Source: an optimization exercise on an open RTL-to-GDS flow (aim: small area). Production flows keep margins and buffers that such runs may drop. RTL that was checked went through simulation tests only; none was proved equivalent to the original. For run 4, only the layout was checked, not whether the RTL still works. Power is estimated from default activity; no workload was simulated.

[flow/run.sh]
#!/bin/bash
# synth_recipe.tcl (not shown) runs the flow's synth.tcl, then flattens the netlist and writes it again
# the make line also repeats each setting of config.mk as NAME=value (left out here)
make -C /OpenROAD-flow-scripts/flow DESIGN_CONFIG=/design/flow/config.mk WORK_HOME=/design/flow/orfs CLKGATE_MAP_FILE= SYNTH_SCRIPT=/design/flow/synth_recipe.tcl finish
[flow/config.mk]
export PLATFORM = sky130hd
export DESIGN_NAME = rename_core
export DESIGN_NICKNAME = rename_core
export VERILOG_FILES = /design/flow/design.v
export SDC_FILE = /design/flow/constraint.sdc
export NUM_CORES = 4
export LEC_CHECK = 0
export CAP_MARGIN = 20
export CORE_MARGIN = 2
export CORE_UTILIZATION = 40
export CTS_CLUSTER_DIAMETER = 100
export CTS_CLUSTER_SIZE = 30
export PLACE_DENSITY = 0.6
export SETUP_SLACK_MARGIN = 0.2
export SLEW_MARGIN = 20
[flow/constraint.sdc]
create_clock -name core_clock -period 7.0 [get_ports {clk}]
set_input_delay 1.4000 -clock core_clock [delete_from_list [all_inputs] [get_ports {clk}]]
set_output_delay 1.4000 -clock core_clock [all_outputs]
set_load 0.01 [all_outputs]
[flow/design.v]
package rename_pkg;
  localparam int num_lregs  = 32;   
  localparam int num_pregs  = 64;   
  localparam int rob_depth  = 16;
  localparam int free_depth = 32;   
  localparam int free_idx_w = $clog2(free_depth);
  localparam int free_cnt_w = free_idx_w + 1;
  localparam int rob_cnt_w  = $clog2(rob_depth) + 1;
  typedef logic [$clog2(num_lregs)-1:0] lreg_t;
  typedef logic [$clog2(num_pregs)-1:0] preg_t;
  typedef logic [$clog2(rob_depth)-1:0] rob_idx_t;
  typedef logic [5:0]                   opcode_t;
  localparam opcode_t op_rtype = 6'h00;   
  localparam opcode_t op_beq   = 6'h04;
  localparam opcode_t op_addi  = 6'h08;   
  localparam opcode_t op_lw    = 6'h23;   
  localparam opcode_t op_sw    = 6'h2b;
  typedef struct packed {
    opcode_t    opcode;
    lreg_t      rs;
    lreg_t      rt;
    lreg_t      rd;
    logic [4:0] shamt;
    logic [5:0] funct;
  } r_fields_t;
  typedef struct packed {
    opcode_t     opcode;
    lreg_t       rs;
    lreg_t       rt;    
    logic [15:0] imm;
  } i_fields_t;
  typedef union packed {
    r_fields_t r;
    i_fields_t i;
  } instr_u;
endpackage
module rename_core (
  input  logic                 clk,
  input  logic                 rst,
  input  logic                 i_dispatch,
  input  rename_pkg::instr_u   i_instr,
  input  logic                 i_complete,
  input  logic                 i_compl_mispredict,
  input  rename_pkg::rob_idx_t i_compl_rob,
  output logic                 o_stall,
  output rename_pkg::rob_idx_t o_rob_num,
  output rename_pkg::preg_t    o_p_rs,
  output rename_pkg::preg_t    o_p_rt,
  output rename_pkg::preg_t    o_p_rd_new,
  output logic                 o_rs_ready,
  output logic                 o_rt_ready,
  output logic                 o_retire,
  output rename_pkg::lreg_t    o_retire_lrd,
  output rename_pkg::preg_t    o_retire_p_rd
);
  logic [5:0] opcode;
  logic       valid_op, write_rd, reg_dest, read_rs, read_rt;
  logic [4:0] l_rs, l_rt, l_rd;
  assign opcode = i_instr.r.opcode;
  assign l_rs   = i_instr.r.rs;
  assign l_rt   = i_instr.r.rt;
  always_comb begin
    valid_op = 1'b0; write_rd = 1'b0; reg_dest = 1'b0; read_rs = 1'b0; read_rt = 1'b0;
    case (opcode)
      rename_pkg::op_rtype: begin
        valid_op = 1'b1; write_rd = 1'b1; reg_dest = 1'b1; read_rs = 1'b1; read_rt = 1'b1;
      end
      rename_pkg::op_addi, rename_pkg::op_lw: begin
        valid_op = 1'b1; reg_dest = 1'b1; read_rs = 1'b1;
      end
      rename_pkg::op_sw, rename_pkg::op_beq: begin
        valid_op = 1'b1; read_rs = 1'b1; read_rt = 1'b1;
      end
      default: ;
    endcase
  end
  assign l_rd = write_rd ? i_instr.r.rd : i_instr.i.rt;
  logic [15:0] dest, done;
  logic [4:0]  lrd   [16];
  logic [5:0]  p_new [16];
  logic [3:0]  head, tail, tail_m1;
  logic [4:0]  count;
  logic        rec_active;
  logic [3:0]  rec_target;
  logic [5:0]  ring [32];
  logic [4:0]  m;
  logic [5:0]  fresh_cnt;   
  logic        fresh;
  logic [5:0]  free_head;
  logic [5:0]  map [32];
  logic full, walk, accept, pop, retire, retire_dest, walk_dest;
  logic [4:0] lrd_w, idx3;
  logic [5:0] p3;
  assign tail_m1 = tail - 1'b1;
  assign full    = count[4];
  assign walk    = rec_active && (tail != rec_target);
  assign o_stall = full || walk;
  assign accept  = i_dispatch && valid_op && !o_stall;
  assign pop     = accept && reg_dest;
  assign retire      = (count != '0) && done[head] && !rec_active;
  assign retire_dest = retire && dest[head];
  assign walk_dest   = walk && dest[tail_m1];
  assign lrd_w       = lrd[tail_m1];
  assign o_retire      = retire;
  assign o_retire_lrd  = lrd[head];
  assign o_retire_p_rd = p_new[head];
  assign o_rob_num     = tail;
  assign fresh         = !fresh_cnt[5];
  assign free_head     = fresh ? {1'b1, fresh_cnt[4:0]} : ring[0];
  assign o_p_rd_new    = free_head;
  assign idx3   = walk ? lrd_w : l_rd;
  assign p3     = map[idx3];
  assign o_p_rs = map[l_rs];
  assign o_p_rt = map[l_rt];
  logic [15:0] live, ge_head, lt_tail, lt_head, m_rs, m_rt;
  logic        wrap;
  always_comb begin
    for (int e = 0; e < 16; e++) begin
      ge_head[e] = (4'(e) >= head);
      lt_head[e] = (4'(e) < head);
      lt_tail[e] = (4'(e) < tail);
    end
  end
  assign wrap = (tail < head) || (tail == head && full);
  assign live = full ? 16'hffff : (wrap ? (ge_head | lt_tail) : (ge_head & lt_tail));
  always_comb begin
    for (int e = 0; e < 16; e++) begin
      m_rs[e] = live[e] && dest[e] && (lrd[e] == l_rs);
      m_rt[e] = live[e] && dest[e] && (lrd[e] == l_rt);
    end
  end
  logic [1:0] yb_rs_lo, yb_rs_all, yb_rt_lo, yb_rt_all;
  logic       busy_rs, busy_rt;
  youngest_busy i_yb_rs_lo  (.i_match(m_rs & lt_head), .i_done(done), .o_any(yb_rs_lo[1]),  .o_busy(yb_rs_lo[0]));
  youngest_busy i_yb_rs_all (.i_match(m_rs),           .i_done(done), .o_any(yb_rs_all[1]), .o_busy(yb_rs_all[0]));
  youngest_busy i_yb_rt_lo  (.i_match(m_rt & lt_head), .i_done(done), .o_any(yb_rt_lo[1]),  .o_busy(yb_rt_lo[0]));
  youngest_busy i_yb_rt_all (.i_match(m_rt),           .i_done(done), .o_any(yb_rt_all[1]), .o_busy(yb_rt_all[0]));
  assign busy_rs   = yb_rs_lo[1] ? yb_rs_lo[0] : (yb_rs_all[1] && yb_rs_all[0]);
  assign busy_rt   = yb_rt_lo[1] ? yb_rt_lo[0] : (yb_rt_all[1] && yb_rt_all[0]);
  assign o_rs_ready = !read_rs || !busy_rs;
  assign o_rt_ready = !read_rt || !busy_rt;
  always_ff @(posedge clk or negedge rst) begin
    if (!rst) begin
      head  <= '0;
      tail  <= '0;
      count <= '0;
    end else begin
      count <= count + 5'(accept) - 5'(retire) - 5'(walk);
      if (accept) tail <= tail + 1'b1;
      if (walk)   tail <= tail_m1;
      if (retire) head <= head + 1'b1;
    end
  end
  always_ff @(posedge clk or negedge rst) begin
    if (!rst) begin
      rec_active <= 1'b0;
      rec_target <= '0;
    end else if (i_complete && i_compl_mispredict && !rec_active) begin
      rec_active <= 1'b1;
      rec_target <= i_compl_rob + 1'b1;
    end else if (rec_active && (!walk || tail_m1 == rec_target)) begin
      rec_active <= 1'b0;
    end
  end
  always_ff @(posedge clk) begin
    if (accept) begin
      dest[tail]  <= reg_dest;
      done[tail]  <= 1'b0;
      lrd[tail]   <= l_rd;
      p_new[tail] <= free_head;
    end
    if (i_complete) begin
      done[i_compl_rob] <= 1'b1;
    end
  end
  always_ff @(posedge clk or negedge rst) begin
    if (!rst) begin
      m <= '0;
    end else begin
      m <= m + 5'(pop) - 5'(retire_dest) - 5'(walk_dest);
    end
  end
  always_ff @(posedge clk or negedge rst) begin
    if (!rst) begin
      fresh_cnt <= '0;
    end else if (pop && fresh) begin
      fresh_cnt <= fresh_cnt + 1'b1;
    end
  end
  always_ff @(posedge clk) begin
    if (pop) begin
      for (int i = 0; i < 31; i++) ring[i] <= ring[i+1];
      ring[31] <= p3;
    end else if (walk_dest) begin
      for (int i = 16; i < 32; i++) begin
        if (6'(i) == 6'd32 - 6'(m))      ring[i] <= p3;
        else if (6'(i) > 6'd32 - 6'(m))  ring[i] <= ring[i-1];
      end
    end
  end
  logic [5:0]  map_wd, map_wd_hi, map_wd_lo;
  logic [31:0] map_we;
  assign map_wd    = walk ? ring[31] : free_head;
  assign map_wd_hi = map_wd | {6{!rst}};
  assign map_wd_lo = map_wd & {6{rst}};
  always_comb begin
    for (int i = 0; i < 32; i++) map_we[i] = !rst || ((pop || walk_dest) && idx3 == 5'(i));
  end
  always_ff @(posedge clk) begin
    for (int i = 0; i < 32; i++) begin
      if (map_we[i]) begin
        for (int b = 0; b < 6; b++) map[i][b] <= ((i >> b) & 1) ? map_wd_hi[b] : map_wd_lo[b];
      end
    end
  end
endmodule
module youngest_busy (
  input  logic [15:0] i_match,
  input  logic [15:0] i_done,
  output logic        o_any,
  output logic        o_busy
);
  logic [7:0] a1, b1;
  logic [3:0] a2, b2;
  logic [1:0] a3, b3;
  always_comb begin
    for (int k = 0; k < 8; k++) begin
      a1[k] = i_match[2*k+1] | i_match[2*k];
      b1[k] = i_match[2*k+1] ? !i_done[2*k+1] : !i_done[2*k];
    end
    for (int k = 0; k < 4; k++) begin
      a2[k] = a1[2*k+1] | a1[2*k];
      b2[k] = a1[2*k+1] ? b1[2*k+1] : b1[2*k];
    end
    for (int k = 0; k < 2; k++) begin
      a3[k] = a2[2*k+1] | a2[2*k];
      b3[k] = a2[2*k+1] ? b2[2*k+1] : b2[2*k];
    end
  end
  assign o_any  = a3[1] | a3[0];
  assign o_busy = a3[1] ? b3[1] : b3[0];
endmodule
==> impl_metrics.ini, run 1 <==
[synth]
synth.most_common_cell = edfxtp_1
ys_top_cells_by_area = edfxtp_1, mux4_2, mux2i_1, a21oi_1, xor2_1
netlist.top_cell.by_area = edfxtp_1
ys_seq_elements = 621
synth.net_count = 3157
synth_top_flop_cell = edfxtp_1
postSynthAreaPerCell_um2 = 11.4
netlist_area_um2 = 35100
yosys.cell_types.count = 104
synth_warnings = 4
synthArstFlopShare = 0.0467
sequential_element_share_of_the_synthesized_area = 0.523
post_synth_edffs = 576
synth.cells.most_frequent = edfxtp_1, nand2_1, a21oi_1
synthesis.instances = 3074
post-synth-top-area-fraction = 0.493

[placement]
dp.cells = 4273
io_buffer_count = 66
weighted_congestion_reported_at_the_end_of_routability_driven_placement = 1.06
post-dp-hpwl_mm = 102

[global_routing]
met1_usage = 0.408
grt_first_pass_wirelength_mm = 205
total_grt_usage = 0.313
grt_pass1_vias = 27900
grt_most_used_layer = met2
antenna_violations_before_repair = 5
pin_count_of_the_biggest_net_entering_global_routing = 253
overflow = 0
grt_use_met2 = 0.478
met3_demand_to_capacity_share_in_global_routing = 0.0697

[timing]
finalHoldViolCount = 0
period_share = 0.936
timing_worst_slew_pin_value_ns = 1.19
rsz_0062_raised_after_global_routing = no
finClkSkew_ns = 0.0442
max_clock_freq_mhz = 153
setup-violations-final = 0
worst_case_headroom_to_the_max_slew_limit = 0.202
period_minus_slack_ns = 6.56
tns_ns = 0
drv_slew = 0

[drt]
route.detailed.drc = 0
wirelength_mm = 144
routedWlPerCell_um = 33.2
postRouteAntennaNets = 0
routed_via_density = 6.73
dr.first_iter.drc_count = 4147
via_count = 29200
drt_first_pass_iters = 7

[clock_network]
ctsLongestPathBuffers = 3
clock_latency_of_the_later_clocked_register_in_the_worst_skew_pair_ns = 0.68
clock-root-buffer = clkbuf_16
clk_pin_slew_worst_paths_ns = 0.11
tritoncts.num_buffers = 30
tritoncts = done
htreeDepth = 1
cts.sink_count = 621

[critical_path]
crit_path_end_kind = output port
required_ns = 5.60
maximum_fanout_along_the_worst_path = 10
regToRegSetupSlack_ns = 0.78
timing.critical_path.from_type = register
critPathArrivalTime_ns = 5.16
criticalPathCategory = register to output port

[floorplan]
die-area_um2 = 90100
fp-row-count = 108
die_width_um = 300
start_util = 0.404
number_of_top_level_pins = 78
die_height_um = 300
fp.coreArea_um2 = 86900

[cells_and_area]
seqCellArea_um2 = 18300
syn_to_final_growth_pct = 11.1
layout.filler_cells = 7972
final_cell_count_no_fill = 4336
number_of_nets_in_the_layout = 3238
area_used_by_multi_input_combinational_logic_um2 = 15700
drive_gt1_frac = 0.135

[run_status]
outcome = finished clean

[power]
leakagePower_uw = 0.0132
cellPowerDensity_nw_per_um2 = 466
max-vdd-ir-drop_v = 0.000301

[job]
max_cap_viol_count = 0

[hold_path]
timing.hold.worst.class = register to register
-- kinds of logic (layout without fill, tap and decap cells) --
family	count (synthesis)	in the layout	share of synthesized area
XOR/XNOR	195	195	0.0494
other	0	2	0
AND/OR/NAND/NOR	873	873	0.127
buffers and inverters	274	379	0.0330
multiplexers	220	220	0.0835
flip-flops	621	621	0.523
AO/OA/AOI/OAI	845	845	0.168
adder cells (fa/ha/maj)	46	46	0.0168
-- routing by layer --
metal	wire, um	vias up	part of all wire
met2	63100	1972	0.44
met1	55400	14600	0.38
met5	39	-	0.00027
li1	-	12200	-
met4	10600	6	0.074
met3	14800	481	0.10
-- power by group --
part | internal (uW) | total, uW | switching, uW
sequential | 5140 | 5860 | 722
clock | 914 | 2230 | 1320
combinational | 3260 | 10100 | 6840
-- placed cells by master, fill, tap and decap left out, types with 28 or more instances in the layout --
cell and instances:
and3_1 95, mux2_2 45, o41ai_1 66, nor2_1 165, or3_1 32, xnor2_1 85, nand3_1 114, ha_1 38
buf_4 192, edfxtp_1 576, xor2_1 108, o21ai_0 131, a22oi_1 86, a31oi_1 28, a21oi_1 216, a22o_1 30
inv_1 50, nor3_1 63, clkbuf_16 30, mux2i_1 116, mux4_2 52, nand2_1 229, clkdlybuf4s50_1 56
-- critical path, cell delays in order (launching register included) --
cell,delay (ns)
dfrtp_1,0.62
inv_1,0.12
ha_1,0.33
a21oi_1,0.67
a21boi_1,0.15
buf_4,0.22
a21oi_1,0.31
nand4_1,0.32
mux2_2,0.37
a221oi_1,0.35
nor3_1,0.11
o211ai_1,0.21
o311ai_0,0.17
clkdlybuf4s50_1,0.54
-- cell type report --
class	instances	share of cell area
Tap cell	1155	0.0371
Clock inverter	14	0.00648
Clock buffer	42	0.0207
Antenna cell	2	0.000128
Timing Repair Buffer	268	0.0578
Inverter	55	0.00555
Sequential cell	621	0.470
Multi-Input combinational cell	2179	0.402
-- registers in the layout, indices dropped and copies added (netlist names) --
name / cells
p_new: 96
count: 5
dest: 16
tail: 4
fresh_cnt: 6
lrd: 80
rec_target: 4
map: 192
ring: 192
rec_active: 1
m: 5
done: 16
head: 4
-- repair_timing --
| action | in CTS | in global routing |
|---|---|---|
| hold buffers | 0 | 0 |
| resized for setup | 0 | 6 |
| setup buffers | 0 | 5 |
| endpoints found under the setup margin | 0 | 2 |
-- final timing paths --
path	start	to	cells after the start
max in group asynchronous	rst	head[0]	2
setup / recovery	head[3]	o_rs_ready	13
hold / removal	ring[5][1]	ring[4][1]	0
min in group asynchronous	rst	fresh_cnt[1]	1
hold reg to reg	ring[5][1]	ring[4][1]	0
setup reg to reg	tail[0]	ring[23][2]	14
-- metrics by stage --
step,worst slack (ns),area (um2),utilization,hold WS (ns),power [uW]
final,0.445,39000,0.449,0.422,18200
after global routing,0.191,39000,0.449,0.436,18800
after global placement,0.586,37900,0.436,0.403,15500
after CTS,0.261,38900,0.448,0.429,17800
after floorplan,0.962,35100,-,0.400,11500
after detailed placement,0.566,37900,0.436,0.405,15600
==> inputs of run 2 (changes only) <==
==> flow/flow/run.sh (new file) <==
#!/bin/bash
# Layout flow: the standard ORFS flow, with an area-oriented ABC mapping
# script in synthesis (registers and their names are unchanged).
set -euo pipefail
HERE=$(pwd)

# synthesis script: the standard flow's, with abc run on flow/area.abc
sed 's|log_cmd abc {\*}\$abc_args|log_cmd abc {*}[lreplace $abc_args 1 1 '"$HERE"'/flow/area.abc]|' \
  "$FLOW_HOME/scripts/synth.tcl" > "$HERE/area_synth_body.tcl"
grep -q "flow/area.abc" "$HERE/area_synth_body.tcl"
sed 's|source \$::env(SCRIPTS_DIR)/synth.tcl|source '"$HERE"'/area_synth_body.tcl|' \
  synth_recipe.tcl > "$HERE/area_synth.tcl"
grep -q "area_synth_body.tcl" "$HERE/area_synth.tcl"

EXTRA=()
if [[ -f flow/extra.txt ]]; then mapfile -t EXTRA < <(grep -v '^#' flow/extra.txt | grep .); fi

bash standard.sh SYNTH_SCRIPT="$HERE/area_synth.tcl" "${EXTRA[@]}" finish > "$HERE/orfs_flow.log" 2>&1
==> flow/flow/area.abc (new file) <==
strash
&get -n
&fraig -x
&put
scorr
dc2
strash
&get -n
&dch -f
&nf -R 1000
&put
strash
&get -n
&dch -f
&nf -R 1000
&put
==> flow/flow/extra.txt (new file) <==
==> flow/standard.sh (new file) <==
#!/bin/bash
# synth_recipe.tcl (not shown) runs the flow's synth.tcl, then flattens the netlist and writes it again
# the make line also repeats each setting of config.mk as NAME=value (left out here)
make -C /OpenROAD-flow-scripts/flow DESIGN_CONFIG=/design/flow/config.mk WORK_HOME=/design/flow/orfs CLKGATE_MAP_FILE= SYNTH_SCRIPT=/design/flow/synth_recipe.tcl "${@:-finish}"
--- a/flow/config.mk
+++ b/flow/config.mk
@@ -11,5 +11,5 @@
 export CTS_CLUSTER_DIAMETER = 100
 export CTS_CLUSTER_SIZE = 30
 export PLACE_DENSITY = 0.6
-export SETUP_SLACK_MARGIN = 0.2
+export SETUP_SLACK_MARGIN = 0.5
 export SLEW_MARGIN = 20
removed: flow/run.sh
==> run 2 against run 1 <==
Combinational power fell by 13%. Clock power is 8% lower. Global-route usage grew 2.2 points. Sequential power up 2%. Register-to-register slack got worse by 0.16 ns. Critical path type is now input pin to output port. Clock-buffer cell count is 2 lower. Total power fell by 7.8%. Area after synthesis decreased by 11%. First-iteration DRC count is 1.1% higher.
==> impl_metrics.ini, run 2 <==
[global_routing]
grt_first_pass_wirelength_mm = 190
met1_usage = 0.451
grt_use_met2 = 0.524
total_grt_usage = 0.335
grt_most_used_layer = met2
antenna_violations_before_repair = 3
grt_pass1_vias = 25100
met3_demand_to_capacity_share_in_global_routing = 0.0594
overflow = 0
pin_count_of_the_biggest_net_entering_global_routing = 86

[placement]
post-dp-hpwl_mm = 103
io_buffer_count = 66
weighted_congestion_reported_at_the_end_of_routability_driven_placement = 1.04
dp.cells = 3903
pre_cts_ws_ns = 0.0536
placed_inst_area_um2 = 35100

[drt]
via_count = 26100
dr.first_iter.drc_count = 4193
routedWlPerCell_um = 34.0
route.detailed.drc = 0
routed_via_density = 6.60
drt_first_pass_iters = 9
wirelength_mm = 135
postRouteAntennaNets = 0

[synth]
synth.most_common_cell = edfxtp_1
netlist.top_cell.by_area = edfxtp_1
yosys.area_share.adder = 0.0186
synth_simple_gate_area_share = 0.115
post_synth_edffs = 576
synth_xor_area_frac = 0.0459
synth_top_family_by_area = compound AO/OA/AOI/OAI gates
sequential_element_share_of_the_synthesized_area = 0.590
synth_compound_area_frac = 0.172
postSynthAreaPerCell_um2 = 12.2
post-synth-top-area-fraction = 0.556
synthArstFlopShare = 0.0467
netlist_area_um2 = 31100
ys_top_cells_by_area = edfxtp_1, mux4_2, o21ai_0, a22oi_1, nand2_1
synth_top_flop_cell = edfxtp_1
synthesis.instances = 2557
synth.area.mux_share = 0.0507
ys_seq_elements = 621
synth.cells.most_frequent = edfxtp_1, nand2_1, o21ai_0
synth.net_count = 2640
yosys.cell_types.count = 56
synth_warnings = 4

[critical_path]
criticalPathCategory = input pin to output port
maximum_fanout_along_the_worst_path = 13
critPathArrivalTime_ns = 5.14
timing.rr.start = tail[0]
required_ns = 5.60
timing.critical_path.from_type = input pin
crit_path_end_kind = output port
crit_start = i_instr[17]

[cells_and_area]
final_cell_count_no_fill = 3961
layout_commonest_cell = edfxtp_1
number_of_nets_in_the_layout = 2982
drive_gt1_frac = 0.137
syn_to_final_growth_pct = 16.5
leading_registers_by_flop_count = map x192, ring x192, p_new x96
layout.cell_area.non_filler_um2 = 36200
final_cell_mix = edfxtp_1, nand2_1, buf_4, o21ai_0, nor2_1

[timing]
tns_ns = 0
period_share = 0.934
finalHoldViolCount = 0
setup-violations-final = 0
drv_slew = 0
finClkSkew_ns = 0.0304
period_minus_slack_ns = 6.54
layout_setup_ws_ns = 0.461
timing_worst_slew_pin_value_ns = 1.22
worst_case_headroom_to_the_max_slew_limit = 0.186
rsz_0062_raised_after_global_routing = yes
max_clock_freq_mhz = 153

[power]
max-vdd-ir-drop_v = 0.000369
cellPowerDensity_nw_per_um2 = 463
leakagePower_uw = 0.0123

[hold_path]
min_from = ring[11][0]
timing.hold.worst.class = register to register

[clock_network]
hold_buffers = 0
tritoncts.num_buffers = 28
htreeDepth = 1
clock-root-buffer = clkbuf_16
cts.sink_count = 621
clock_latency_of_the_later_clocked_register_in_the_worst_skew_pair_ns = 0.64
tritoncts = done
clk_pin_slew_worst_paths_ns = 0.11
ctsLongestPathBuffers = 3

[floorplan]
start_util = 0.403
die_height_um = 283
die_width_um = 283
fp.coreArea_um2 = 77200
fp-row-count = 102
die-area_um2 = 80000
number_of_top_level_pins = 78

[run_status]
outcome = finished clean

[job]
max_cap_viol_count = 0
-- run 2: area by class of cell --
cell class                      instances  area (um2)
Multi-Input combinational cell       1866       12800
Inverter                               70         283
Clock buffer                           40         767
Antenna cell                            1        2.50
Clock inverter                         11         156
Fill cell                            7055       41000
Sequential cell                       621       18300
Tap cell                             1040        1300
Timing Repair Buffer                  312        2610
-- run 2: per-stage QoR --
step,util,power (uW),hold WS (ns)
final,0.469,16800,0.422
after global routing,0.469,17500,0.438
after CTS,0.467,16600,0.428
after detailed placement,0.454,14500,0.405
after global placement,0.454,14400,0.404
after floorplan,-,9780,0.400
-- run 2: path summary, 6_finish.rpt --
| check | to | slack (ns) | cells past startpoint |
|---|---|---|---|
| max in group asynchronous | tail[1] | 5.01 | 2 |
| worst max register to register | ring[21][5] | 0.62 | 20 |
| worst min register to register | ring[10][0] | 0.42 | 0 |
| min in group asynchronous | fresh_cnt[2] | 0.77 | 1 |
| worst min-delay path | ring[10][0] | 0.42 | 0 |
| worst max-delay path | o_p_rt[0] | 0.46 | 11 |
-- run 2: power by group --
group	switching [uW]	total, uW	internal [uW]
Sequential	736	5950	5210
Clock	1240	2060	816
Combinational	5850	8770	2920
Total	7830	16800	8950
-- run 2: critical path, cell delays in order --
cell and delay [ns]:
clkdlybuf4s50_1 0.57, buf_4 0.16, buf_4 0.27, nand2_1 0.34
nor2_1 0.87, a22oi_1 0.22, nand4_1 0.24, a2111oi_0 0.12
buf_4 0.18, nand3_1 0.12, clkdlybuf4s50_1 0.63
-- run 2: layer usage --
metal,vias to the layer above,wire length (um)
li1,11000,-
met1,13200,54300
met2,1636,60100
met3,375,11900
met4,4,8430
met5,-,66
-- run 2: cell families (layout without fill, tap and decap cells) --
| group | Yosys count | in the layout |
|---|---|---|
| flops | 621 | 621 |
| fa+ha+maj | 45 | 45 |
| xor+xnor | 163 | 163 |
| simple gates | 789 | 789 |
| compound gates | 782 | 782 |
| other cells | 0 | 1 |
| buf+inv | 70 | 433 |
| mux | 87 | 87 |
-- run 2: what timing repair did --
item | CTS | global route
pin swaps | 5 | 8
resized for setup | 22 | 37
setup endpoints to repair | 10 | 40
setup buffers | 2 | 2
==> inputs of run 3 (changes only) <==
==> flow/flow/extra.txt (replaced) <==
# extra make variables for standard.sh, one per line
CTS_ARGS=-sink_clustering_enable -repair_clock_nets -sink_clustering_size 30 -sink_clustering_max_diameter 100 -dont_use_dummy_load
BUFFER_PORTS_ARGS=-buffer_cell sky130_fd_sc_hd__buf_1
==> run 3 against run 2 <==
Via count down 0.74%. Die area unchanged. Routed wire length down 1.4%. Fmax down 0.22%. Final cell count down 2.0%. Non-clock buffer count down 64. Critical endpoint is now o_p_rs[4]. Critical path depth down 2.
==> impl_metrics.ini, run 3 <==
[clock_network]
tritoncts = done
clk_pin_slew_worst_paths_ns = 0.11
clock-root-buffer = clkbuf_16
clock_latency_of_the_later_clocked_register_in_the_worst_skew_pair_ns = 0.61
cts.sink_count = 621
ctsLongestPathBuffers = 3
htreeDepth = 2
tritoncts.num_buffers = 34
hold_buffers = 0

[critical_path]
timing.critical_path.slowest_cell_delay_ns = 0.63
crit-reg2reg-capture = ring[28][5]
required_ns = 5.60
path_delay_family = buffers and inverters
critical_path.endpoint = o_p_rs[4]
timing.critical_path.from_type = input pin
crit_path_top_delay_cell = a2111oi_0
criticalPathCategory = input pin to output port
rr_worst_depth = 20
critPathArrivalTime_ns = 5.15
worst_path_cell_trace = buf_1, clkinv_1, nand2_1, nor2_1, a222oi_1, nand4_1, a2111oi_0, nand4_1, buf_1
timing.rr.start = tail[0]
critical_path_buf_inv_count = 3
crit_path_end_kind = output port
regToRegSetupSlack_ns = 0.78
maximum_fanout_along_the_worst_path = 8
crit_start = i_instr[23]
worst-path-stages = 9

[synth]
synth_top_flop_cell = edfxtp_1
sequential_element_share_of_the_synthesized_area = 0.590
ys_top_cells_by_area = edfxtp_1, mux4_2, o21ai_0, a22oi_1, nand2_1
synth_warnings = 4
postSynthAreaPerCell_um2 = 12.2
synthesis.instances = 2557
yosys.cell_types.count = 56
synth.most_common_cell = edfxtp_1
post-synth-top-area-fraction = 0.556
synth.cells.most_frequent = edfxtp_1, nand2_1, o21ai_0
synth.net_count = 2640
netlist.top_cell.by_area = edfxtp_1
post_synth_edffs = 576
netlist_area_um2 = 31100
synthArstFlopShare = 0.0467
ys_seq_elements = 621

[global_routing]
met3_demand_to_capacity_share_in_global_routing = 0.0724
antenna_violations_before_repair = 3
total_grt_usage = 0.328
grt_most_used_layer = met2
met1_usage = 0.439
grt_pass1_vias = 24400
grt_use_met2 = 0.506
overflow = 0
grt_first_pass_wirelength_mm = 185
pin_count_of_the_biggest_net_entering_global_routing = 78

[timing]
max_clock_freq_mhz = 153
period_minus_slack_ns = 6.55
drv_slew = 0
tns_ns = 0
rsz_0062_raised_after_global_routing = yes
worst_case_headroom_to_the_max_slew_limit = 0.0939
finalHoldViolCount = 0
setup-violations-final = 0
timing_worst_slew_pin_value_ns = 1.35
period_share = 0.936
finClkSkew_ns = 0.0731

[drt]
routed_via_density = 6.68
dr.first_iter.drc_count = 4277
route.detailed.drc = 0
via_count = 25900
drt_first_pass_iters = 10
postRouteAntennaNets = 0
routedWlPerCell_um = 34.2
wirelength_mm = 133

[power]
cellPowerDensity_nw_per_um2 = 457
max-vdd-ir-drop_v = 0.000481
power_uw = 16100
leakagePower_uw = 0.0117

[cells_and_area]
layout_commonest_cell = edfxtp_1
final_cell_mix = edfxtp_1, nand2_1, o21ai_0, nor2_1, buf_4
area_used_by_multi_input_combinational_logic_um2 = 12800
leading_registers_by_flop_count = map x192, ring x192, p_new x96
number_of_nets_in_the_layout = 2924
layout.filler_cells = 7099
syn_to_final_growth_pct = 13.2
postLayoutCoreUtil = 0.456
seqCellArea_um2 = 18300
drive_gt1_frac = 0.117

[run_status]
outcome = finished clean

[floorplan]
die_height_um = 283
die_width_um = 283
fp-row-count = 102
number_of_top_level_pins = 78
start_util = 0.403
die-area_um2 = 80000
fp.coreArea_um2 = 77200

[placement]
io_buffer_count = 66
weighted_congestion_reported_at_the_end_of_routability_driven_placement = 1.05
post-dp-hpwl_mm = 98.3

[hold_path]
timing.hold.worst.class = register to register

[job]
max_cap_viol_count = 0
## run 3: changes by cell type in the layout (fill, tap and decap cells not counted), moves of 5 or more
cell	change
clkdlybuf4s50_1	-59
buf_12	-6
nor3_1	-15
nand2_1	+5
clkbuf_1	-11
nor3_2	+15
nand2_2	-5
buf_1	+61
buf_4	-57
clkbuf_16	+5
## run 3: area by class of cell
class,instances,share of cell area
repair buffers,248,0.0470
inverters,70,0.00782
flip-flops and latches,621,0.521
diodes,2,0.000142
well taps,1040,0.0369
clock buffers,34,0.0242
multi-input cells,1866,0.363
## run 3: how the worst min path moves through the flow
| stage | cells past startpoint | end | start | slack [ns] |
|---|---|---|---|---|
| finish | 0 | ring[7][4] | ring[8][4] | 0.41 |
| floorplan | 0 | ring[0][0] | ring[1][0] | 0.40 |
| CTS | 0 | ring[13][3] | ring[14][3] | 0.43 |
| global placement | 0 | ring[13][1] | ring[14][1] | 0.40 |
| detailed placement | 0 | ring[0][2] | ring[1][2] | 0.40 |
| global route | 0 | ring[1][0] | ring[2][0] | 0.43 |
## run 3: timing repair
action,4_1_cts,5_1_grt
endpoints found under the setup margin,3,73
gates resized for setup,8,19
cloned,0,0
buffers inserted,0,8
pin swaps,0,8
## run 3: logic make-up after synthesis
group / count (synthesis) / share of synthesized area
and+or+nand+nor: 789 / 0.115
AOI/OAI and AO/OA: 782 / 0.172
DFF: 621 / 0.590
xor gates and xnor gates: 163 / 0.0459
muxes: 87 / 0.0507
buffers and inverters: 70 / 0.00845
adders and majority gates: 45 / 0.0186
## run 3: metrics by stage
step / setup slack [ns] / hold slack, ns / std cells / cell area (um2)
final: 0.446 / 0.409 / 3881 / 35200
after global routing: 0.417 / 0.433 / 3879 / 35200
after CTS: 0.470 / 0.427 / 3871 / 35100
after detailed placement: 0.453 / 0.405 / 3837 / 34200
after global placement: 0.524 / 0.402 / 3837 / 34200
after floorplan: 0.627 / 0.400 / 2557 / 31100
## run 3: routing by layer
| metal | vias up | wire [um] | part of all wire |
|---|---|---|---|
| li1 | 10800 | - | - |
| met2 | 1753 | 58900 | 0.44 |
| met1 | 13000 | 52500 | 0.40 |
| met5 | - | 33 | 0.00025 |
| met3 | 375 | 13600 | 0.10 |
| met4 | 6 | 7740 | 0.058 |
## run 3: power by group
group	internal [uW]	switching, uW
clock	873	1190
sequential	5220	736
combinational	2430	5640
==> inputs of run 4 (changes only) <==
--- a/flow/design.v
+++ b/flow/design.v
@@ -81,6 +81,9 @@
   logic [3:0]  head, tail, tail_m1;
   logic [4:0]  count;
   logic        rec_active;
+  logic        y_dest;
+  logic [4:0]  y_lrd;
+  logic [3:0]  tail_m2;
   logic [3:0]  rec_target;
   logic [5:0]  ring [32];
   logic [4:0]  m;
@@ -99,8 +102,8 @@
   assign pop     = accept && reg_dest;
   assign retire      = (count != '0) && done[head] && !rec_active;
   assign retire_dest = retire && dest[head];
-  assign walk_dest   = walk && dest[tail_m1];
-  assign lrd_w       = lrd[tail_m1];
+  assign walk_dest   = walk && y_dest;
+  assign lrd_w       = y_lrd;
   assign o_retire      = retire;
   assign o_retire_lrd  = lrd[head];
   assign o_retire_p_rd = p_new[head];
@@ -162,6 +165,16 @@
       rec_active <= 1'b0;
     end
   end
+  assign tail_m2 = tail - 2'd2;
+  always_ff @(posedge clk) begin
+    if (accept) begin
+      y_dest <= reg_dest;
+      y_lrd  <= l_rd;
+    end else if (walk) begin
+      y_dest <= dest[tail_m2];
+      y_lrd  <= lrd[tail_m2];
+    end
+  end
   always_ff @(posedge clk) begin
     if (accept) begin
       dest[tail]  <= reg_dest;
==> flow/flow/extra.txt (replaced) <==
--- a/flow/config.mk
+++ b/flow/config.mk
@@ -11,5 +11,5 @@
 export CTS_CLUSTER_DIAMETER = 100
 export CTS_CLUSTER_SIZE = 30
 export PLACE_DENSITY = 0.6
-export SETUP_SLACK_MARGIN = 0.5
+export SETUP_SLACK_MARGIN = 0.2
 export SLEW_MARGIN = 20
==> run 4 against run 3 <==
First-iteration DRC count down 15%. Via count down 1.6%. Clock power grew 2%. Fmax is 2.3% lower. Still clean. Core utilization is 1.4 points higher. Design area up 3.5%. Die area is 1.1% higher. Global-route usage is 0.20 points lower. Sequential power shrank 2%. Sequential share of layout area down 1.3 points. Clock-buffer cell count rose by 8.
==> impl_metrics.ini, run 4 <==
[clock_network]
tritoncts.num_buffers = 29
tritoncts = done
cts.sink_count = 627
clock-root-buffer = clkbuf_16
clk_pin_slew_worst_paths_ns = 0.11
clock_latency_of_the_later_clocked_register_in_the_worst_skew_pair_ns = 0.66
ctsLongestPathBuffers = 3
htreeDepth = 1

[timing]
drv_slew = 0
period_minus_slack_ns = 6.71
timing_worst_slew_pin_value_ns = 1.20
rsz_0062_raised_after_global_routing = no
worst_case_headroom_to_the_max_slew_limit = 0.195
finalHoldViolCount = 0
max_clock_freq_mhz = 149
finClkSkew_ns = 0.0306
setup-violations-final = 0
tns_ns = 0
period_share = 0.959

[synth]
netlist_area_um2 = 31500
synthesis.instances = 2570
ys_seq_elements = 627
postSynthAreaPerCell_um2 = 12.2
post-synth-top-area-fraction = 0.556
yosys.cell_types.count = 59
synth.most_common_cell = edfxtp_1
ys_top_cells_by_area = edfxtp_1, mux4_2, nand2_1, a22oi_1, o21ai_0
synthArstFlopShare = 0.0463
sequential_element_share_of_the_synthesized_area = 0.589
synth_warnings = 4
synth.cells.most_frequent = edfxtp_1, nand2_1, nor2_1
synth.net_count = 2658
synth_top_flop_cell = edfxtp_1
netlist.top_cell.by_area = edfxtp_1
post_synth_edffs = 582

[floorplan]
die-area_um2 = 80900
fp-row-count = 102
fp.coreArea_um2 = 77600
die_width_um = 284
die_height_um = 284
number_of_top_level_pins = 78
start_util = 0.405

[drt]
wirelength_mm = 134
via_count = 25500
routedWlPerCell_um = 33.8
postRouteAntennaNets = 0
route.detailed.drc = 0
routed_via_density = 6.44
drt_first_pass_iters = 9
dr.first_iter.drc_count = 3632

[hold_path]
min_from = ring[14][1]
timing.hold.worst_endpoint = ring[13][1]
hold_path_depth = 0
timing.hold.worst.class = register to register

[cells_and_area]
leading_registers_by_flop_count = map x192, ring x192, p_new x96
layout_commonest_cell = edfxtp_1
syn_to_final_growth_pct = 15.9
number_of_nets_in_the_layout = 2990
final_cell_count_no_fill = 3966
drive_gt1_frac = 0.135
final_cell_mix = edfxtp_1, nand2_1, nor2_1, buf_4, o21ai_0
layout.filler_cells = 7106

[power]
power.switching_fraction = 0.430
power_switching_uw = 6260
combPwrFrac = 0.455
max-vdd-ir-drop_v = 0.000338
power.share.clock = 0.144
cellPowerDensity_nw_per_um2 = 399
internal-power_uw = 8290
leakagePower_uw = 0.0124
seq_power_share = 0.401

[critical_path]
crit_start = i_instr[16]
crit_path_end_kind = output port
critPathArrivalTime_ns = 5.31
criticalPathCategory = input pin to output port
maximum_fanout_along_the_worst_path = 17
timing.critical_path.from_type = input pin
timing.rr.start = tail[0]
rr_worst_depth = 16
regToRegSetupSlack_ns = 1.75
required_ns = 5.60
crit-reg2reg-capture = ring[25][5]

[global_routing]
grt_pass1_vias = 24900
overflow = 0
grt_first_pass_wirelength_mm = 189
antenna_violations_before_repair = 3
pin_count_of_the_biggest_net_entering_global_routing = 76
total_grt_usage = 0.326

[placement]
dp.cells = 3909
post-dp-hpwl_mm = 103
weighted_congestion_reported_at_the_end_of_routability_driven_placement = 0.999
io_buffer_count = 66

[run_status]
outcome = finished clean

[job]
max_cap_viol_count = 0
[run 4: power by group through the flow]
stage / Clock, uW / Combinational, uW / Sequential [uW]
finish: 2100 / 6620 / 5830
global route: 2270 / 7030 / 5870
CTS: 2150 / 6490 / 5800
detailed placement: 0 / 6450 / 5890
global placement: 0 / 6380 / 5890
floorplan: 0 / 3250 / 5690
[run 4: routing by layer]
| layer | vias up | global-route usage | part of all wire | wire, um |
|---|---|---|---|---|
| met1 | 12800 | 0.429 | 0.39 | 52500 |
| met2 | 1485 | 0.526 | 0.46 | 62100 |
| met5 | - | 0 | 0.000082 | 11 |
| met4 | 2 | 0.169 | 0.066 | 8810 |
| li1 | 10900 | - | - | - |
| met3 | 347 | 0.0473 | 0.080 | 10800 |
[run 4: worst max-delay path: stages]
cell             delay (ns)
clkdlybuf4s50_1        0.52
buf_4                  0.18
buf_4                  0.32
clkinv_1               0.23
nand3_1                0.23
nor2_1                 0.14
buf_4                  0.21
a22oi_1                0.27
nand4_1                0.24
a2111oi_0              0.69
buf_4                  0.22
nand4_1                0.09
clkdlybuf4s50_1        0.55
[run 4: cell type report]
| class | instances | area (um2) | area share |
|---|---|---|---|
| inverters | 82 | 324 | 0.00889 |
| clock buffers | 42 | 774 | 0.0213 |
| clock inverters | 12 | 169 | 0.00463 |
| repair buffers | 301 | 2540 | 0.0698 |
| diodes | 1 | 2.50 | 0.0000687 |
| well taps | 1040 | 1300 | 0.0357 |
| flip-flops and latches | 627 | 18500 | 0.508 |
| multi-input cells | 1861 | 12800 | 0.351 |
[run 4: cell families after synthesis]
family / Yosys count / synth area share
xor+xnor: 159 / 0.0443
buf+inv: 82 / 0.00979
fa+ha+maj: 52 / 0.0210
compound gates: 680 / 0.149
mux: 116 / 0.0679
flops: 627 / 0.589
simple gates: 854 / 0.119
[run 4: worst max-delay path by stage]
stage                     slack (ns)           to  cells past startpoint
after floorplan                 0.60  ring[25][0]                     13
after global placement          0.20   o_rt_ready                     19
after detailed placement        0.24   o_rs_ready                     17
after CTS                       0.22   o_rs_ready                     21
after global routing            0.17   o_rs_ready                     23
final                           0.29    o_p_rt[2]                     13
[run 4: repair_timing]
action	4_1_cts	5_1_grt
pin swaps	3	11
gates resized for setup	7	19
buffers inserted	1	1
hold buffers	0	0
endpoints found under the setup margin	2	2
gates cloned	0	0
[run 4: per-stage QoR]
step                 util  hold slack [ns]  worst slack [ns]  total power [uW]  cell area (um2)
finish              0.470            0.416             0.290             14500            36400
global route        0.470            0.422             0.174             15200            36400
CTS                 0.469            0.416             0.218             14400            36400
detailed placement  0.456            0.405             0.240             12300            35400
global placement    0.456            0.400             0.202             12300            35400
floorplan               -            0.400             0.597              8940            31500
==> inputs of run 5 (changes only) <==
--- a/flow/design.v
+++ b/flow/design.v
@@ -79,11 +79,8 @@
   logic [4:0]  lrd   [16];
   logic [5:0]  p_new [16];
   logic [3:0]  head, tail, tail_m1;
-  logic [4:0]  count;
+  logic        full_q;   
   logic        rec_active;
-  logic        y_dest;
-  logic [4:0]  y_lrd;
-  logic [3:0]  tail_m2;
   logic [3:0]  rec_target;
   logic [5:0]  ring [32];
   logic [4:0]  m;
@@ -95,15 +92,15 @@
   logic [4:0] lrd_w, idx3;
   logic [5:0] p3;
   assign tail_m1 = tail - 1'b1;
-  assign full    = count[4];
+  assign full    = full_q;
   assign walk    = rec_active && (tail != rec_target);
   assign o_stall = full || walk;
   assign accept  = i_dispatch && valid_op && !o_stall;
   assign pop     = accept && reg_dest;
-  assign retire      = (count != '0) && done[head] && !rec_active;
+  assign retire      = (full_q || head != tail) && done[head] && !rec_active;
   assign retire_dest = retire && dest[head];
-  assign walk_dest   = walk && y_dest;
-  assign lrd_w       = y_lrd;
+  assign walk_dest   = walk && dest[tail_m1];
+  assign lrd_w       = lrd[tail_m1];
   assign o_retire      = retire;
   assign o_retire_lrd  = lrd[head];
   assign o_retire_p_rd = p_new[head];
@@ -146,9 +143,10 @@
     if (!rst) begin
       head  <= '0;
       tail  <= '0;
-      count <= '0;
+      full_q <= 1'b0;
     end else begin
-      count <= count + 5'(accept) - 5'(retire) - 5'(walk);
+      if (retire || walk)                     full_q <= 1'b0;
+      else if (accept && tail + 1'b1 == head) full_q <= 1'b1;
       if (accept) tail <= tail + 1'b1;
       if (walk)   tail <= tail_m1;
       if (retire) head <= head + 1'b1;
@@ -163,16 +161,6 @@
       rec_target <= i_compl_rob + 1'b1;
     end else if (rec_active && (!walk || tail_m1 == rec_target)) begin
       rec_active <= 1'b0;
-    end
-  end
-  assign tail_m2 = tail - 2'd2;
-  always_ff @(posedge clk) begin
-    if (accept) begin
-      y_dest <= reg_dest;
-      y_lrd  <= l_rd;
-    end else if (walk) begin
-      y_dest <= dest[tail_m2];
-      y_lrd  <= lrd[tail_m2];
     end
   end
   always_ff @(posedge clk) begin
==> flow/flow/extra.txt (replaced) <==
# extra make variables for standard.sh, one per line
CTS_ARGS=-sink_clustering_enable -repair_clock_nets -sink_clustering_size 24 -sink_clustering_max_diameter 80 -dont_use_dummy_load
BUFFER_PORTS_ARGS=-buffer_cell sky130_fd_sc_hd__buf_1
==> flow/config.mk (replaced) <==
export PLATFORM = sky130hd
export DESIGN_NAME = rename_core
export DESIGN_NICKNAME = rename_core
export VERILOG_FILES = /design/flow/design.v
export SDC_FILE = /design/flow/constraint.sdc
export NUM_CORES = 4
export LEC_CHECK = 0
export CAP_MARGIN = 20
export CORE_MARGIN = 2
export CORE_UTILIZATION = 55
export PLACE_DENSITY = 0.72
export SETUP_SLACK_MARGIN = 0.5
export SLEW_MARGIN = 20
==> run 5 against run 4 <==
Critical path depth is 5 higher. Fmax rose by 4.2%. Worst hold slack worse by 0.035 ns. Non-clock buffer count shrank 23. Setup slack improved by 0.27 ns. Clock skew up 0.033 ns. Register-to-register slack lost 1.1 ns. Total power increased by 11%. Sequential power down 0.9%. Design area decreased by 4.3%. Largest cell class unchanged.
==> impl_metrics.ini, run 5 <==
[global_routing]
antenna_violations_before_repair = 2
grt_first_pass_wirelength_mm = 185
pin_count_of_the_biggest_net_entering_global_routing = 147
overflow = 0
grt_pass1_vias = 25500
total_grt_usage = 0.455

[placement]
weighted_congestion_reported_at_the_end_of_routability_driven_placement = 1.18
placed_inst_area_um2 = 33800
io_buffer_count = 66
dp.cells = 3593
post-dp-hpwl_mm = 93.1

[timing]
timing_worst_slew_pin_value_ns = 1.39
period_minus_slack_ns = 6.44
rsz_0062_raised_after_global_routing = no
setup-violations-final = 0
finClkSkew_ns = 0.0640
max_clock_freq_mhz = 155
tns_ns = 0
finalHoldViolCount = 0
period_share = 0.920
worst_case_headroom_to_the_max_slew_limit = 0.0718
drv_slew = 0

[clock_network]
htreeDepth = 2
ctsLongestPathBuffers = 3
cts.sink_count = 617
tritoncts.num_buffers = 35
clock-root-buffer = clkbuf_16
clk_pin_slew_worst_paths_ns = 0.09
tritoncts = done
hold_buffers = 0
clock_latency_of_the_later_clocked_register_in_the_worst_skew_pair_ns = 0.60

[synth]
ys_top_cells_by_area = edfxtp_1, mux4_2, nand2_1, o21ai_0, a22oi_1
synth.most_common_cell = edfxtp_1
post-synth-top-area-fraction = 0.559
synth.cells.most_frequent = edfxtp_1, nand2_1, nor2_1
synth.net_count = 2653
sequential_element_share_of_the_synthesized_area = 0.590
post_synth_edffs = 576
synth_warnings = 4
postSynthAreaPerCell_um2 = 12.0
ys_seq_elements = 617
yosys.cell_types.count = 58
synth_top_flop_cell = edfxtp_1
synthArstFlopShare = 0.0405
synthesis.instances = 2578
netlist.top_cell.by_area = edfxtp_1
netlist_area_um2 = 30900

[power]
combPwrFrac = 0.514
power_switching_uw = 7560
leakagePower_uw = 0.0116
max-vdd-ir-drop_v = 0.000548
seq_power_share = 0.359
power.switching_fraction = 0.470
cellPowerDensity_nw_per_um2 = 461
internal-power_uw = 8530
power.share.clock = 0.127
power_uw = 16100

[critical_path]
criticalPathCategory = input pin to register
critical_path_buf_inv_count = 3
regToRegSetupSlack_ns = 0.68
required_ns = 7.30
maximum_fanout_along_the_worst_path = 13
critPathArrivalTime_ns = 6.74
timing.critical_path.mode_cell = nand2_1
worst_path_cell_trace = buf_1, or4_1, or3_1, mux2_1, a32oi_1, nand2_1, and2_0, nand2_1, nor2_1, nand2_1, nand4_1, a221oi_1, nand4_1, a221oi_1, nand3_1, buf_12, a222oi_1, clkinv_1
crit_path_end_kind = register
timing.critical_path.slowest_cell_delay_ns = 0.58
crit_path_top_delay_cell = a32oi_1
path_delay_family = simple AND/OR/NAND/NOR gates
timing.critical_path.from_type = input pin

[drt]
dr.first_iter.drc_count = 5798
via_count = 27400
drt_first_pass_iters = 10
postRouteAntennaNets = 0
route.detailed.drc = 0
routedWlPerCell_um = 36.3
wirelength_mm = 132
routed_via_density = 7.53

[floorplan]
die_width_um = 241
fp.coreArea_um2 = 55300
start_util = 0.559
die_height_um = 241
fp-row-count = 86
number_of_top_level_pins = 78
die-area_um2 = 58100

[cells_and_area]
syn_to_final_growth_pct = 12.8
drive_gt1_frac = 0.124
postLayoutCoreUtil = 0.631
final_cell_mix = edfxtp_1, nand2_1, nor2_1, o21ai_0, buf_4
layout_commonest_cell = edfxtp_1
layout.cell_area.non_filler_um2 = 34900
number_of_nets_in_the_layout = 2968
leading_registers_by_flop_count = map x192, ring x192, p_new x96
final_cell_count_no_fill = 3643

[run_status]
outcome = finished clean

[job]
max_cap_viol_count = 0

[hold_path]
timing.hold.worst.class = register to register
-- run 5: cell types whose count changed in the layout (fill, tap and decap cells not counted), moves of 22 or more --
cell,delta
buf_1,+61
clkdlybuf4s50_1,-64
clkinv_1,-35
mux4_2,-24
nand2_1,-22
o21ai_0,+31
o31ai_1,+29
xnor2_1,+23
-- run 5: logic make-up (layout without fill, tap and decap cells) --
family          Yosys count  after routing  share of synthesized area
compound gates          729            729                      0.160
xor+xnor                186            186                     0.0527
other cells               0              4                          0
fa+ha+maj                42             42                     0.0168
flops                   617            617                      0.590
simple gates            871            871                      0.125
buf+inv                  50            363                    0.00607
mux                      83             83                     0.0488
-- run 5: power groups by stage --
| stage | Clock [uW] | Combinational, uW | Sequential (uW) |
|---|---|---|---|
| finish | 2040 | 8270 | 5780 |
| floorplan | 0 | 3880 | 5660 |
| global route | 2150 | 8500 | 5820 |
| CTS | 2040 | 7700 | 5730 |
| detailed placement | 0 | 7650 | 5810 |
| global placement | 0 | 7450 | 5800 |
-- run 5: per-layer routing --
layer	up-vias	part of all wire	global-route usage
met5	-	0.000060	0.00337
met4	2	0.090	0.304
met3	733	0.16	0.190
met2	2750	0.41	0.648
met1	13100	0.34	0.568
li1	10800	-	-
-- run 5: metrics by stage --
stage	hold WS [ns]	worst slack, ns
global route	0.397	0.416
CTS	0.378	0.519
detailed placement	0.405	0.376
floorplan	0.400	0.528
global placement	0.400	0.435
finish	0.381	0.561
-- run 5: final timing paths --
path / start / to / cells after the start
worst max-delay path: i_instr[27] / ring[21][5] / 18
worst max register to register: tail[0] / ring[21][5] / 20
min in group asynchronous: rst / full_q / 2
worst min-delay path: ring[13][3] / ring[12][3] / 0
max in group asynchronous: rst / m[3] / 2
worst min register to register: ring[13][3] / ring[12][3] / 0
-- run 5: area by class of cell --
class                           instances  area [um2]
Inverter                               50         208
Clock buffer                           35         876
Fill cell                            4271       20400
Tap cell                              748         936
Antenna cell                            4        10.0
Sequential cell                       617       18200
Multi-Input combinational cell       1911       12700
Timing Repair Buffer                  278        1880
-- run 5: worst register-to-register path, stage by stage (launching register included) --
cell and delay (ns):
dfrtp_1 0.39, clkinvlp_4 0.14, ha_1 0.58, or2_0 0.85
o22ai_1 0.20, nor3_1 0.27, o21ai_0 0.14, nand2_1 0.07
o21ai_0 0.34, and2_0 0.33, nand2_1 0.30, nor2_1 0.34
nand2_1 0.16, nand4_1 0.10, a221oi_1 0.35, nand4_1 0.15
a221oi_1 0.39, nand3_1 0.27, buf_12 0.23, a222oi_1 0.35
clkinv_1 0.11
-- run 5: repair_timing --
item                                    4_1_cts  5_1_grt
endpoints found under the setup margin        1        8
gates resized for setup                       1       24
pin swaps                                     0        8
setup buffers                                 0        7
==> inputs of run 6 (changes only) <==
--- a/flow/flow/area.abc
+++ b/flow/flow/area.abc
@@ -6,6 +6,7 @@
 dc2
 strash
 &get -n
+&deepsyn -T 60
 &dch -f
 &nf -R 1000
 &put
--- a/flow/config.mk
+++ b/flow/config.mk
@@ -5,9 +5,9 @@
 export SDC_FILE = /design/flow/constraint.sdc
 export NUM_CORES = 4
 export LEC_CHECK = 0
-export CAP_MARGIN = 20
+export CAP_MARGIN = 5
 export CORE_MARGIN = 2
 export CORE_UTILIZATION = 55
 export PLACE_DENSITY = 0.72
 export SETUP_SLACK_MARGIN = 0.5
-export SLEW_MARGIN = 20
+export SLEW_MARGIN = 5
==> run 6 against run 5 <==
Now fails the layout checks on max-capacitance violations, max-slew violations. Clock-buffer cell count grew 3. Sequential power rose by 6.7%. Synthesized cell count is essentially flat. Fmax is 3.8% lower. Critical path type is now register to output port. Final cell count down 1.5%. Global-route usage up 2.9 points. Clock power rose by 5%. Routed wire length rose by 5.3%. Largest power group unchanged. Critical path depth increased by 6. Combinational power increased by 6.9%. Die area decreased by 2.0%.
==> impl_metrics.ini, run 6 <==
[run_status]
outcome = complete, but fails checks
so.violations = max-capacitance violations, max-slew violations

[power]
max-vdd-ir-drop_v = 0.000382
cellPowerDensity_nw_per_um2 = 504
power.share.clock = 0.125
combPwrFrac = 0.515
internal-power_uw = 8780
seq_power_share = 0.360
leakagePower_uw = 0.0115
power_switching_uw = 8370
power.switching_fraction = 0.488

[timing]
worst_case_headroom_to_the_max_slew_limit = -0.00816
tns_ns = 0
period_minus_slack_ns = 6.70
setup-violations-final = 0
rsz_0062_raised_after_global_routing = yes
finClkSkew_ns = 0.0954
finalHoldViolCount = 0
drv_slew = 7
max_clock_freq_mhz = 149
period_share = 0.956
timing_worst_slew_pin_value_ns = 1.51

[synth]
synthesis.instances = 2580
ys_seq_elements = 617
synthArstFlopShare = 0.0405
synth.cells.most_frequent = edfxtp_1, nor2_1, nand2_1
ys_top_cells_by_area = edfxtp_1, a22oi_1, nor2_1, xnor2_1, nand2_1
sequential_element_share_of_the_synthesized_area = 0.602
synth_warnings = 4
netlist.top_cell.by_area = edfxtp_1
synth_top_flop_cell = edfxtp_1
yosys.cell_types.count = 57
post-synth-top-area-fraction = 0.571
synth.most_common_cell = edfxtp_1
netlist_area_um2 = 30300
postSynthAreaPerCell_um2 = 11.7
synth.net_count = 2655
post_synth_edffs = 576

[clock_network]
clock_latency_of_the_later_clocked_register_in_the_worst_skew_pair_ns = 0.62
clock-root-buffer = clkbuf_16
clk_pin_slew_worst_paths_ns = 0.10
htreeDepth = 2
ctsLongestPathBuffers = 3
tritoncts.num_buffers = 38
cts.sink_count = 617
tritoncts = done

[drt]
wirelength_mm = 139
postRouteAntennaNets = 0
wl_met3_mm = 22.6
route.detailed.drc = 0
detail_route.wirelength.met1_mm = 44.9
drt_first_pass_iters = 14
top_layer = met5
detailroute.wirelength.met2_mm = 57.7
routed_via_density = 7.82
routedWlPerCell_um = 38.8
dr.first_iter.drc_count = 5862
via_count = 28100

[cells_and_area]
leading_registers_by_flop_count = map x192, ring x192, p_new x96
layout.cell_area.non_filler_um2 = 34000
number_of_nets_in_the_layout = 2959
drive_gt1_frac = 0.0937
final_cell_count_no_fill = 3590
layout_commonest_cell = edfxtp_1
syn_to_final_growth_pct = 12.2
final_cell_mix = edfxtp_1, nor2_1, nand2_1, a22oi_1, buf_4

[critical_path]
critical_path.endpoint = o_rs_ready
crit_start = head[3]
timing.rr.start = tail[1]
crit_path_end_kind = output port
maximum_fanout_along_the_worst_path = 16
regToRegSetupSlack_ns = 0.39
rr_worst_depth = 19
required_ns = 5.60
crit-reg2reg-capture = ring[22][5]
critPathArrivalTime_ns = 5.30
criticalPathCategory = register to output port
timing.critical_path.from_type = register

[placement]
io_buffer_count = 66
weighted_congestion_reported_at_the_end_of_routability_driven_placement = 1.20
post-dp-hpwl_mm = 97.8
placed_inst_area_um2 = 32900
dp.cells = 3539

[global_routing]
grt_pass1_vias = 25900
pin_count_of_the_biggest_net_entering_global_routing = 86
overflow = 0
grt_first_pass_wirelength_mm = 193
total_grt_usage = 0.484
antenna_violations_before_repair = 2

[floorplan]
start_util = 0.553
die-area_um2 = 57000
die_width_um = 239
fp-row-count = 86
fp.coreArea_um2 = 54800
die_height_um = 239
number_of_top_level_pins = 78

[hold_path]
hold_path_depth = 0
timing.hold.worst.class = register to register

[job]
max_cap_viol_count = 2
## run 6: cell count changes in the layout (fill, tap and decap cells not counted), moves of 11 or more
cell,before,now
nand2_1,309,250
o21ai_1,1,16
nand4_1,68,49
clkinv_1,45,56
o31ai_1,34,8
xor2_1,83,70
nor2_1,252,328
a221oi_1,43,70
nand3_1,69,111
o21ai_0,231,87
a22oi_1,151,210
mux4_2,52,0
a222oi_1,62,84
o22ai_1,19,79
## run 6: critical path, cell delays in order (launching register included)
cell       delay [ns]
dfrtp_1          0.41
buf_4            0.21
nor2_2           0.42
nand2_1          0.24
a21oi_1          0.22
o31ai_1          0.10
buf_4            0.19
nor3_1           0.19
nand4_1          0.21
o31ai_2          0.26
a21oi_1          0.10
a211o_1          0.29
nand3_1          0.07
o211ai_1         0.12
a211oi_2         0.22
o211ai_1         0.12
o21ai_0          0.08
o21ai_0          0.09
nand2_1          0.09
nand4_1          0.08
nor4_1           0.18
nor4_1           0.10
a2111oi_1        0.39
o21ai_1          0.17
buf_1            0.16
## run 6: final cells by class
type                    instances  area [um2]
fillers                      4184       20800
flip-flops and latches        617       18200
multi-input cells            1906       12000
repair buffers                264        1740
clock buffers                  38         951
well taps                     704         881
inverters                      57         219
diodes                          4        10.0
## run 6: logic make-up after synthesis
| family | after synthesis | synth area share |
|---|---|---|
| xor gates and xnor gates | 179 | 0.0517 |
| DFF | 617 | 0.602 |
| muxes | 19 | 0.00694 |
| AOI/OAI and AO/OA | 764 | 0.183 |
| buffers and inverters | 57 | 0.00706 |
| and+or+nand+nor | 907 | 0.133 |
| adders and majority gates | 37 | 0.0155 |
## run 6: through the flow
step	setup slack, ns	util	total power, uW	hold slack (ns)
floorplan	0.793	-	10200	0.400
global placement	0.464	0.601	13800	0.400
detailed placement	0.383	0.601	14100	0.405
CTS	0.348	0.618	16200	0.422
global route	0.0426	0.621	17500	0.435
finish	0.305	0.621	17200	0.421
## run 6: timing repair
item | CTS | global route
endpoints found under the setup margin | 2 | 57
gates resized for setup | 4 | 23
hold buffers | 0 | 0
pin swaps | 1 | 7
setup buffers | 0 | 9
## run 6: per-layer routing
metal	track usage	vias to the layer above
met3	0.204	817
met5	0.00693	-
li1	-	10900
met2	0.695	3001
met1	0.580	13300
met4	0.363	2
## run 6: power by group through the flow
stage	Clock [uW]	Sequential [uW]	Combinational, uW
final	2140	6170	8840
after global routing	2240	6200	9030
after CTS	2120	6100	7980
after global placement	0	6150	7690
after detailed placement	0	6170	7920
after floorplan	0	5890	4290
## run 6: worst min-delay path by stage
stage | startpoint | end
finish | ring[3][2] | ring[2][2]
CTS | ring[3][2] | ring[2][2]
global route | ring[4][1] | ring[3][1]
global placement | ring[11][2] | ring[10][2]
floorplan | ring[1][0] | ring[0][0]
detailed placement | ring[12][5] | ring[11][5]
==> inputs of run 7 (changes only) <==
==> flow/config.mk (replaced) <==
export PLATFORM = sky130hd
export DESIGN_NAME = rename_core
export DESIGN_NICKNAME = rename_core
export VERILOG_FILES = /design/flow/design.v
export SDC_FILE = /design/flow/constraint.sdc
export NUM_CORES = 4
export LEC_CHECK = 0
export CAP_MARGIN = 20
export CORE_MARGIN = 2
export CORE_UTILIZATION = 45
export PLACE_DENSITY = 0.65
export SETUP_SLACK_MARGIN = 0.5
export SLEW_MARGIN = 20
==> run 7 against run 6 <==
Now clean on timing, DRC and antenna. Sequential power is essentially flat. First-iteration DRC count down 16%. Fmax increased by 5.3%. Setup slack improved by 0.34 ns. Sequential share of layout area decreased by 1.0 points. Critical path depth decreased by 1. Critical endpoint is now o_rt_ready. Combinational power rose by 3.3%. Final cell count grew 5.8%. Clock power is essentially flat.
==> impl_metrics.ini, run 7 <==
[global_routing]
pin_count_of_the_biggest_net_entering_global_routing = 85
total_grt_usage = 0.407
antenna_violations_before_repair = 6
grt_pass1_vias = 25900
grt_first_pass_wirelength_mm = 199
overflow = 0

[timing]
worst_case_headroom_to_the_max_slew_limit = 0.207
timing_worst_slew_pin_value_ns = 1.19
rsz_0062_raised_after_global_routing = yes
max_clock_freq_mhz = 157
finalHoldViolCount = 0
setup-violations-final = 0
layout_setup_ws_ns = 0.644
finClkSkew_ns = 0.0929
final.hold.worst_slack_ns = 0.403
period_share = 0.908
drv_slew = 0
tns_ns = 0
period_minus_slack_ns = 6.36

[cells_and_area]
drive_gt1_frac = 0.112
postLayoutCoreUtil = 0.518
layout.filler_cells = 5854
final_cell_mix = edfxtp_1, nor2_1, nand2_1, buf_4, a22oi_1
syn_to_final_growth_pct = 14.4
layout.cell_area.non_filler_um2 = 34700
layout_commonest_cell = edfxtp_1
number_of_nets_in_the_layout = 3001
leading_registers_by_flop_count = map x192, ring x192, p_new x96

[critical_path]
timing.critical_path.mode_cell = o21ai_0
critPathArrivalTime_ns = 4.96
worst_path_cell_trace = clkinv_1, ha_1, nand2_1, o21ai_1, a21oi_1, buf_4, a21oi_1, a21oi_1, o21ai_1, nor4_1, o21ai_0, nand3_1, o211ai_1, a22oi_1, o211ai_1, o21ai_0, o21ai_0, and4_1, nor4_1, o21ai_0, nand2_1, nand3_1, buf_1
timing.critical_path.from_type = register
crit_path_top_delay_cell = nor4_1
timing.critical_path.slowest_cell_delay_ns = 0.73
crit_path_end_kind = output port
required_ns = 5.60
criticalPathCategory = register to output port
maximum_fanout_along_the_worst_path = 3

[clock_network]
clock_latency_of_the_later_clocked_register_in_the_worst_skew_pair_ns = 0.63
clk_pin_slew_worst_paths_ns = 0.09
tritoncts.num_buffers = 37
tritoncts = done
ctsLongestPathBuffers = 3
htreeDepth = 2
clock-root-buffer = clkbuf_16
cts.sink_count = 617

[synth]
synth.cells.most_frequent = edfxtp_1, nor2_1, nand2_1
synth.net_count = 2655
synthArstFlopShare = 0.0405
postSynthAreaPerCell_um2 = 11.7
yosys.cell_types.count = 57
synth.most_common_cell = edfxtp_1
post-synth-top-area-fraction = 0.571
netlist.top_cell.by_area = edfxtp_1
netlist_area_um2 = 30300
ys_top_cells_by_area = edfxtp_1, a22oi_1, nor2_1, xnor2_1, nand2_1
synth_top_flop_cell = edfxtp_1
synth_warnings = 4
sequential_element_share_of_the_synthesized_area = 0.602
synthesis.instances = 2580
post_synth_edffs = 576
ys_seq_elements = 617

[floorplan]
die_height_um = 263
start_util = 0.453
die_width_um = 263
die-area_um2 = 69400
number_of_top_level_pins = 78
fp.coreArea_um2 = 66900
fp-row-count = 95

[drt]
via_count = 27100
wirelength_mm = 144
drt_first_pass_iters = 12
postRouteAntennaNets = 0
routedWlPerCell_um = 37.9
dr.first_iter.drc_count = 4922
route.detailed.drc = 0
routed_via_density = 7.14

[hold_path]
timing.hold.worst.class = register to register

[power]
leakagePower_uw = 0.0117
cellPowerDensity_nw_per_um2 = 502
max-vdd-ir-drop_v = 0.000451

[placement]
post-dp-hpwl_mm = 104
pre_cts_ws_ns = 0.450
io_buffer_count = 66
placed_inst_area_um2 = 33500
weighted_congestion_reported_at_the_end_of_routability_driven_placement = 1.16

[job]
max_cap_viol_count = 0

[run_status]
outcome = finished clean
## run 7: cell counts after synthesis
No cell type changed its count.
## run 7: layer usage
layer	share of wire	global-route usage	vias up
li1	-	-	11000
met1	0.36	0.501	13400
met2	0.43	0.611	2140
met3	0.12	0.128	597
met4	0.086	0.278	10
met5	0.0014	0.0173	-
## run 7: kinds of logic after synthesis
| logic type | share of synthesized area |
|---|---|
| AND/OR/NAND/NOR | 0.133 |
| AO/OA/AOI/OAI | 0.183 |
| XOR/XNOR | 0.0517 |
| adder cells (fa/ha/maj) | 0.0155 |
| multiplexers | 0.00694 |
| flip-flops | 0.602 |
| buffers and inverters | 0.00706 |
## run 7: through the flow
| step | std cells | power (uW) |
|---|---|---|
| after floorplan | 2580 | 10200 |
| after detailed placement | 3748 | 14700 |
| after global placement | 3747 | 14500 |
| final | 3800 | 17400 |
| after CTS | 3792 | 16900 |
| after global routing | 3797 | 18000 |
## run 7: worst max-delay path, delay by kind of cell, from the launching register on
family	cells	cell delay, ns
and+or+nand+nor	7	1.62
AOI/OAI and AO/OA	12	1.64
DFF	1	0.38
adders and majority gates	1	0.30
buffers and inverters	3	0.45
## run 7: power by group
part,internal [uW],switching [uW],leakage (uW),total [uW]
Combinational,2750,6380,0.00551,9130
Clock,942,1190,0.000456,2130
Sequential,5370,775,0.00576,6140
Total,9070,8340,0.0117,17400
## run 7: worst paths after layout
| path | from | endpoint | slack [ns] | depth (start not counted) |
|---|---|---|---|---|
| setup / recovery | head[1] | o_rt_ready | 0.64 | 23 |
| hold / removal | ring[5][2] | ring[4][2] | 0.40 | 0 |
| setup reg to reg | tail[0] | ring[31][0] | 1.15 | 20 |
| hold reg to reg | ring[5][2] | ring[4][2] | 0.40 | 0 |
| max in group asynchronous | rst | m[3] | 5.28 | 2 |
| min in group asynchronous | rst | fresh_cnt[5] | 0.83 | 1 |
## run 7: area by class of cell
cell class | count | area [um2] | share of cell area
flip-flops and latches | 617 | 18200 | 0.526
multi-input cells | 1906 | 12100 | 0.348
repair buffers | 307 | 2110 | 0.0609
well taps | 873 | 1090 | 0.0315
clock buffers | 37 | 926 | 0.0267
inverters | 57 | 226 | 0.00653
diodes | 3 | 7.51 | 0.000217
## run 7: timing repair
| action | in CTS | in global routing |
|---|---|---|
| pin swaps | 12 | 16 |
| endpoints found under the setup margin | 2 | 2 |
| hold buffers | 0 | 0 |
| buffers inserted | 7 | 4 |
| resized for setup | 22 | 20 |

==> separate check: timing with driven ports <==
No port has a modelled driver above. Below, the same layouts with a new extraction and two added sets of constraints.
Step 1 (the two cells are an assumption about what drives the block):
set clk [get_ports {clk}]
set_driving_cell -lib_cell sky130_fd_sc_hd__clkbuf_16 $clk
set_driving_cell -lib_cell sky130_fd_sc_hd__buf_2 [delete_from_list [all_inputs] $clk]
Step 2 moves the port delays by t, midway between the first and last clock arrival at a register: inputs arrive t later, outputs are due t later. That takes back most of the time a late clock gives input paths.
Three values: ideal ports, drivers, drivers and shift; two values: the first two.
| run | t (ns) | slack for setup (ns) | hold slack, ns | cell pins on the clock port's net |
|---|---|---|---|---|
| run 1 | 0.740 | 0.445 / 0.365 / 0.482 | 0.422 / 0.422 / 0.422 | 1 |
| run 2 | 0.695 | 0.461 / 0.427 / -0.183 | 0.422 / 0.422 / 0.422 | 1 |
| run 3 | 0.643 | 0.446 / 0.414 / 0.414 | 0.409 / 0.409 / 0.409 | 1 |
| run 4 | 0.716 | 0.290 / 0.259 / 0.259 | 0.416 / 0.416 / 0.416 | 1 |
| run 5 | 0.633 | 0.561 / 0.596 / -0.024 | 0.381 / 0.381 / 0.381 | 1 |
| run 6 | 0.629 | 0.305 / 0.244 / 0.225 | 0.421 / 0.421 / 0.421 | 1 |
| run 7 | 0.646 | 0.644 / 0.578 / 0.462 | 0.403 / 0.403 / 0.403 | 1 |
Met with ideal ports but missed after step 2: setup timing in run 2 and run 5. The setup slack of run 2, which loses most, moves by -0.034 ns with the drivers and by -0.644 ns with both steps.
